What follows belongs to an exercise in optimizing a design on an open flow for small area, a short achievable clock period and few clock cycles per item; a production flow would make more cautious choices. No functional check of the RTL was part of this run. Power and IR drop assume default switching activity.

==> flow/design.v <==
module bf_tape #(
  parameter int DATA_W = 8,
  parameter int ADDR_W = 8,
  parameter int DEPTH  = 2**ADDR_W
) (
  input  logic              clk,
  input  logic              rst_n,
  input  logic              cmd_valid,
  output logic              cmd_ready,
  input  logic [2:0]        cmd_op,
  input  logic [DATA_W-1:0] cmd_data,
  output logic [DATA_W-1:0] cell_out,
  output logic              cell_zero,
  output logic [ADDR_W-1:0] ptr_out,
  output logic              err
);
  localparam logic [2:0] OP_NOP = 3'd0, OP_INC = 3'd1, OP_DEC = 3'd2, OP_RIGHT = 3'd3,
                         OP_LEFT = 3'd4, OP_WRITE = 3'd5, OP_ADD = 3'd6, OP_CLEAR_ALL = 3'd7;
  localparam int HI_W = ADDR_W / 2;
  localparam int LO_W = ADDR_W - HI_W;
  logic [ADDR_W-1:0] ptr;
  logic [DATA_W-1:0] cur, nb_r, nb_l;
  logic              zero_q;
  logic              err_q;
  logic              clr_pend;
  logic              ready_q;
  logic [2**HI_W-1:0] dec_hi;
  logic [2**LO_W-1:0] dec_lo;
  always_comb begin
    for (int j = 0; j < 2**HI_W; j++) dec_hi[j] = clr_pend || ptr[ADDR_W-1:LO_W] == HI_W'(j);
    for (int j = 0; j < 2**LO_W; j++) dec_lo[j] = clr_pend || ptr[LO_W-1:0] == LO_W'(j);
  end
  logic [DEPTH-1:0] wen;
  for (genvar i = 0; i < DEPTH; i++) begin : g_wen
    assign wen[i] = dec_hi[i >> LO_W] && dec_lo[i % (2**LO_W)];
  end
  logic [DATA_W-1:0] wdata;
  assign wdata = clr_pend ? '0 : cur;
  logic [DATA_W-1:0] rd_b0, rd_b1;    
  logic [DATA_W-1:0] acc_b0 [DEPTH/2+1];
  logic [DATA_W-1:0] acc_b1 [DEPTH/2+1];
  assign acc_b0[0] = '0;
  assign acc_b1[0] = '0;
  for (genvar i = 0; i < DEPTH; i++) begin : g_cell
    localparam int IM = (i + DEPTH - 2) % DEPTH;
    localparam int IP = (i + 2) % DEPTH;
    localparam int K  = ((i >> 3) << 2) | (i & 3);    
    logic [DATA_W-1:0] q;
    logic              rsel;
    always_ff @(posedge clk)
      if (wen[i]) q <= wdata;
    assign rsel = wen[IM] || wen[IP];
    if ((i >> 2) & 1) begin : g_b1
      assign acc_b1[K+1] = acc_b1[K] | (q & {DATA_W{rsel}});
    end else begin : g_b0
      assign acc_b0[K+1] = acc_b0[K] | (q & {DATA_W{rsel}});
    end
  end
  assign rd_b0 = acc_b0[DEPTH/2];
  assign rd_b1 = acc_b1[DEPTH/2];
  logic              hi_r;
  logic [DATA_W-1:0] rd_r2, rd_l2;
  assign hi_r  = ptr[2] ^ ptr[1];
  assign rd_r2 = clr_pend ? '0 : (hi_r ? rd_b1 : rd_b0);
  assign rd_l2 = clr_pend ? '0 : (hi_r ? rd_b0 : rd_b1);
  logic accept, at_last, at_first;
  assign accept   = cmd_valid && ready_q;
  assign at_last  = (ptr == ADDR_W'(DEPTH - 1));
  assign at_first = (ptr == '0);
  logic mv_r, mv_l, clr, oob;
  assign mv_r = accept && cmd_op == OP_RIGHT && !at_last;
  assign mv_l = accept && cmd_op == OP_LEFT  && !at_first;
  assign clr  = accept && cmd_op == OP_CLEAR_ALL;
  assign oob  = accept && ((cmd_op == OP_RIGHT && at_last) || (cmd_op == OP_LEFT && at_first));
  logic [DATA_W-1:0] cur_nx;
  always_comb begin
    cur_nx = cur;
    if (accept) begin
      case (cmd_op)
        OP_INC:       cur_nx = cur + DATA_W'(1);
        OP_DEC:       cur_nx = cur - DATA_W'(1);
        OP_WRITE:     cur_nx = cmd_data;
        OP_ADD:       cur_nx = cur + cmd_data;
        OP_RIGHT:     if (!at_last)  cur_nx = nb_r;
        OP_LEFT:      if (!at_first) cur_nx = nb_l;
        OP_CLEAR_ALL: cur_nx = '0;
        default: ;
      endcase
    end
  end
  always_ff @(posedge clk or negedge rst_n) begin
    if (!rst_n) begin
      ptr      <= '0;
      cur      <= '0;
      nb_r     <= '0;
      nb_l     <= '0;
      zero_q   <= 1'b1;
      err_q    <= 1'b0;
      clr_pend <= 1'b1;
      ready_q  <= 1'b0;
    end else begin
      ready_q  <= 1'b1;
      clr_pend <= clr;
      cur      <= cur_nx;
      zero_q   <= (cur_nx == '0);
      if (oob) err_q <= 1'b1;
      if (clr) begin
        ptr  <= '0;
        nb_r <= '0;
        nb_l <= '0;
      end else if (mv_r) begin
        ptr  <= ptr + ADDR_W'(1);
        nb_l <= cur;
        nb_r <= rd_r2;
      end else if (mv_l) begin
        ptr  <= ptr - ADDR_W'(1);
        nb_r <= cur;
        nb_l <= rd_l2;
      end
    end
  end
  assign cmd_ready = ready_q;
  assign cell_out  = cur;
  assign cell_zero = zero_q;
  assign ptr_out   = ptr;
  assign err       = err_q;
endmodule
==> flow/run.sh <==
#!/bin/bash
# synth_recipe.tcl (not shown) runs the flow's synth.tcl, then flattens the netlist and writes it again
# the make line also repeats each setting of config.mk as NAME=value (left out here)
make -C /OpenROAD-flow-scripts/flow DESIGN_CONFIG=/design/flow/config.mk WORK_HOME=/design/flow/orfs CLKGATE_MAP_FILE= SYNTH_SCRIPT=/design/flow/synth_recipe.tcl finish
==> flow/config.mk <==
export PLATFORM = sky130hd
export DESIGN_NAME = bf_tape
export DESIGN_NICKNAME = bf_tape
export VERILOG_FILES = /design/flow/design.v
export SDC_FILE = /design/flow/constraint.sdc
export NUM_CORES = 4
export LEC_CHECK = 0
export CAP_MARGIN = 20
export CORE_MARGIN = 2
export CORE_UTILIZATION = 40
export SETUP_SLACK_MARGIN = 3.5
export SLEW_MARGIN = 20
==> flow/constraint.sdc <==
create_clock -name core_clock -period 6.0 [get_ports {clk}]
set_input_delay 1.2000 -clock core_clock [delete_from_list [all_inputs] [get_ports {clk}]]
set_output_delay 1.2000 -clock core_clock [all_outputs]
set_load 0.01 [all_outputs]
==> flow_summary.ini <==
[pwr]
ir_drop_mv = 0.416
p_seq_share_pct = 41.2
power-per-cell-area_nw_per_um2 = 431
power_w = 0.0432
clkPwrFrac_pct = 28.4
p_switching_w = 0.0149
p_sw_share_pct = 34.6
combPwrFrac_pct = 30.4
p_int_w = 0.0283
power.leakage_nw = 32.0

[final_layout]
seqCellArea_um2 = 62400
fill_cells = 16300
drive_gt1_share_pct = 27.0
area_growth_pct = 24.3
multi_input_area_um2 = 20300
nNetsFinal = 5583

[yosys]
synthArstFlopShare_pct = 1.73
netlist-cell-type-count = 88
synthFlopType = edfxtp_1
synth_seq_cells = 2084
yosys.area.top_type = edfxtp_1
yosys-top-cells-area = edfxtp_1, a22oi_1, o21ai_0
yosysSeqAreaShare_pct = 77.4
synthTopCellsByCount = edfxtp_1, a22oi_1, nor2_1
yosysMostFrequentCell = edfxtp_1
syn_inst = 4971
yosys.area.top_type_share_pct = 76.3
syn-num-nets = 5000
netlist_area_um2 = 80600
syn_avg_cell_area_um2 = 16.2
yosysWarnings = 3
synth_edf_count = 2048

[sta]
skew_ps = 51.8
maxSlewHeadroom_pct = 5.61
finalSetupViolCount = 0
drv_slew = 0
period_minus_slack_ps = 3960
finalCritPeriodShare_pct = 65.9
hold_violations = 0
fmax_mhz = 253
setup_tns_ps = 0
rsz0062_at_grt = true
worst_pin_slew_ps = 1400

[route]
drt-initial-drc-count = 11600
wl_per_cell_um = 38.8
postRouteAntennaNets = 0
dr.pass1.iters = 14
vias = 57200
drc = 0
drt-total-wl_um = 325000
routed_via_density = 6.83

[clock_tree]
cts.sinks = 2084
cts_tree = yes
cts_buffers = 194
cts_buffer_depth = 3
clk_pin_slew_ps = 60
clk_latency_ps = 880
cts_root_buf = clkbuf_16
htreeDepth = 4

[worst_setup_path]
cp-startpoint = ptr[4]
start_kind = flop
r2r_cells = 14
critPathKind = flop to flop
crit_arrival_ps = 4720
end_kind = flop
rr_startpoint = ptr[4]
required_ps = 6760
critPathCapture = nb_l[0]
r2r_end = nb_l[0]
cp_max_fo = 8
rrSetupSlack_ps = 2040

[worst_hold_path]
hold_class = input pin to async pin

[grt]
grt_pass1_wl_um = 435000
antenna_found_initial = 19
grt_pass1_vias = 52100
grt_max_degree = 210
overflow = 0
grt_use_total_pct = 30.7

[die]
io_pins = 33
die_y_um = 453
start_util_pct = 40.3
rows = 164
die_area_um2 = 205000
core_um2 = 200000
die_w_um = 453

[outcome]
status = no timing/DRC/antenna violations

[placement]
hpwl_um = 196000
port_buffers = 32
gp_congestion = 1.05

[flow_run]
cap_violations = 0
-- power by group through the flow --
stage | combinational (W) | sequential [W] | clock (W)
after floorplan | 0.00436 | 0.0181 | 0
after global placement | 0.00929 | 0.0182 | 0
after detailed placement | 0.00937 | 0.0182 | 0
after CTS | 0.0117 | 0.0178 | 0.0123
after global routing | 0.0131 | 0.0178 | 0.0128
final | 0.0131 | 0.0178 | 0.0123
-- layout by cell type (no fill, tap or decap), types with 18 or more instances in the layout --
cell and n:
clkbuf_16 198, nand4_1 85, nor2_4 204, o22ai_2 20
nor4_1 28, a21oi_1 147, o22ai_1 56, a21boi_0 68
nand3_1 54, a22o_1 90, clkinv_2 36, a221o_1 19
clkbuf_1 36, a21o_1 20, clkinv_1 47, buf_6 94
a32oi_1 69, a31oi_1 37, or2_4 27, a21oi_4 21
inv_1 49, buf_12 134, o21ai_0 216, edfxtp_1 2048
nand2_1 84, clkinvlp_4 19, nor2_2 21, a21oi_2 25
a22oi_1 456, nor2b_1 28, and3_1 30, nor2_1 69
or4_4 26, buf_4 415, a221oi_1 22, dfrtp_1 18
a222oi_1 98, a2111oi_0 22
-- sequential cells by signal (all words and copies together), names as in the netlist --
signal,count
cur,8
ready_q,1
ptr,8
g_cell.q,2048
nb_l,8
clr_pend,1
zero_q,1
nb_r,8
err_q,1
-- stage by stage --
step / area [µm²] / utilization, % / hold WS, ps / instances / setup WS, ps
final: 100000 / 50.1 / 473 / 8385 / 2040
after global placement: 85400 / 42.7 / 467 / 7578 / 899
after detailed placement: 85500 / 42.7 / 490 / 7581 / 881
after floorplan: 80700 / - / 513 / 4971 / 1710
after CTS: 97600 / 48.8 / 444 / 8248 / 2220
after global routing: 100000 / 50.1 / 518 / 8376 / 2050
-- cell type report --
| type | count | area share (%) |
|---|---|---|
| antenna | 13 | 0.0325 |
| clock buffer | 235 | 5.06 |
| clock inverter | 123 | 1.11 |
| inverter | 69 | 0.300 |
| multi-input combinational | 2514 | 20.3 |
| sequential | 2084 | 62.3 |
| tap | 2656 | 3.32 |
| timing repair buffer | 691 | 7.60 |
-- timing repair --
action	CTS	global route
resized for setup	857	226
setup endpoints to repair	3666	1610
hold buffers	0	0
cloned	25	5
setup buffers	284	117
pin swaps	159	137
-- routing by layer --
layer	up-vias	global-route usage, %	share of wire [%]
li1	21900	-	-
met1	28800	40.9	35
met2	5410	43.4	42
met3	1044	11.6	17
met4	14	16.5	6.8
met5	-	0.140	0.043
-- worst max-delay path, stage by stage (launching register included) --
cell and delay (ps):
dfrtp_4 540, buf_12 160, nor4b_4 130, clkbuf_16 170, or2_4 280, buf_6 130
buf_12 130, buf_12 150, a22o_1 220, a32oi_1 190, nand4_1 540, nor4_1 490
buf_4 250, nand4_1 150, a211o_1 330
-- how the worst min path moves through the flow --
stage | startpoint | cells after the start | slack (ps) | end
final | rst_n | 1 | 470 | cur[4]
after global routing | rst_n | 1 | 520 | cur[2]
after CTS | rst_n | 1 | 440 | ptr[4]
after detailed placement | err_q | 1 | 490 | err_q
after global placement | err_q | 1 | 470 | err_q
after floorplan | err_q | 1 | 510 | err_q
-- logic make-up after synthesis --
kind of cell               count (synthesis)  synth area share (%)
buffers and inverters                    397                  1.98
adders and majority gates                 15                 0.251
muxes                                     20                 0.250
other                                      1               0.00465
xor gates and xnor gates                  13                 0.141
and+or+nand+nor                          797                  5.16
DFF                                     2084                  77.4
AOI/OAI and AO/OA                       1644                  14.8

-- static timing again, ports no longer ideal --
The flow's constraints put no driver on any port. The routed layout listed below was extracted and timed again, unchanged, in two steps.
Step 1 (the two cells are an assumption about what drives the block):
set clk [get_ports {clk}]
set_driving_cell -lib_cell sky130_fd_sc_hd__clkbuf_16 $clk
set_driving_cell -lib_cell sky130_fd_sc_hd__buf_2 [delete_from_list [all_inputs] $clk]
Step 2 times the ports against the registers' clock, not the clock port: input delays grow and output delays shrink by t, the midpoint of the rising clock arrivals with the driver on.
Slacks: ideal ports / drivers / drivers and shift; pairs: ideal ports / drivers.
shift t [ns]: 0.949
setup slack, ns: 2.043 / 2.043 / 1.909
worst register clock-pin slew, ns: 0.07 / 0.07
worst data-port slew with drivers (ns): 0.04
After both steps setup and hold are still met in this run. For this run, drivers alone change the setup slack by 0.000 ns; drivers and shift together by -0.134 ns.
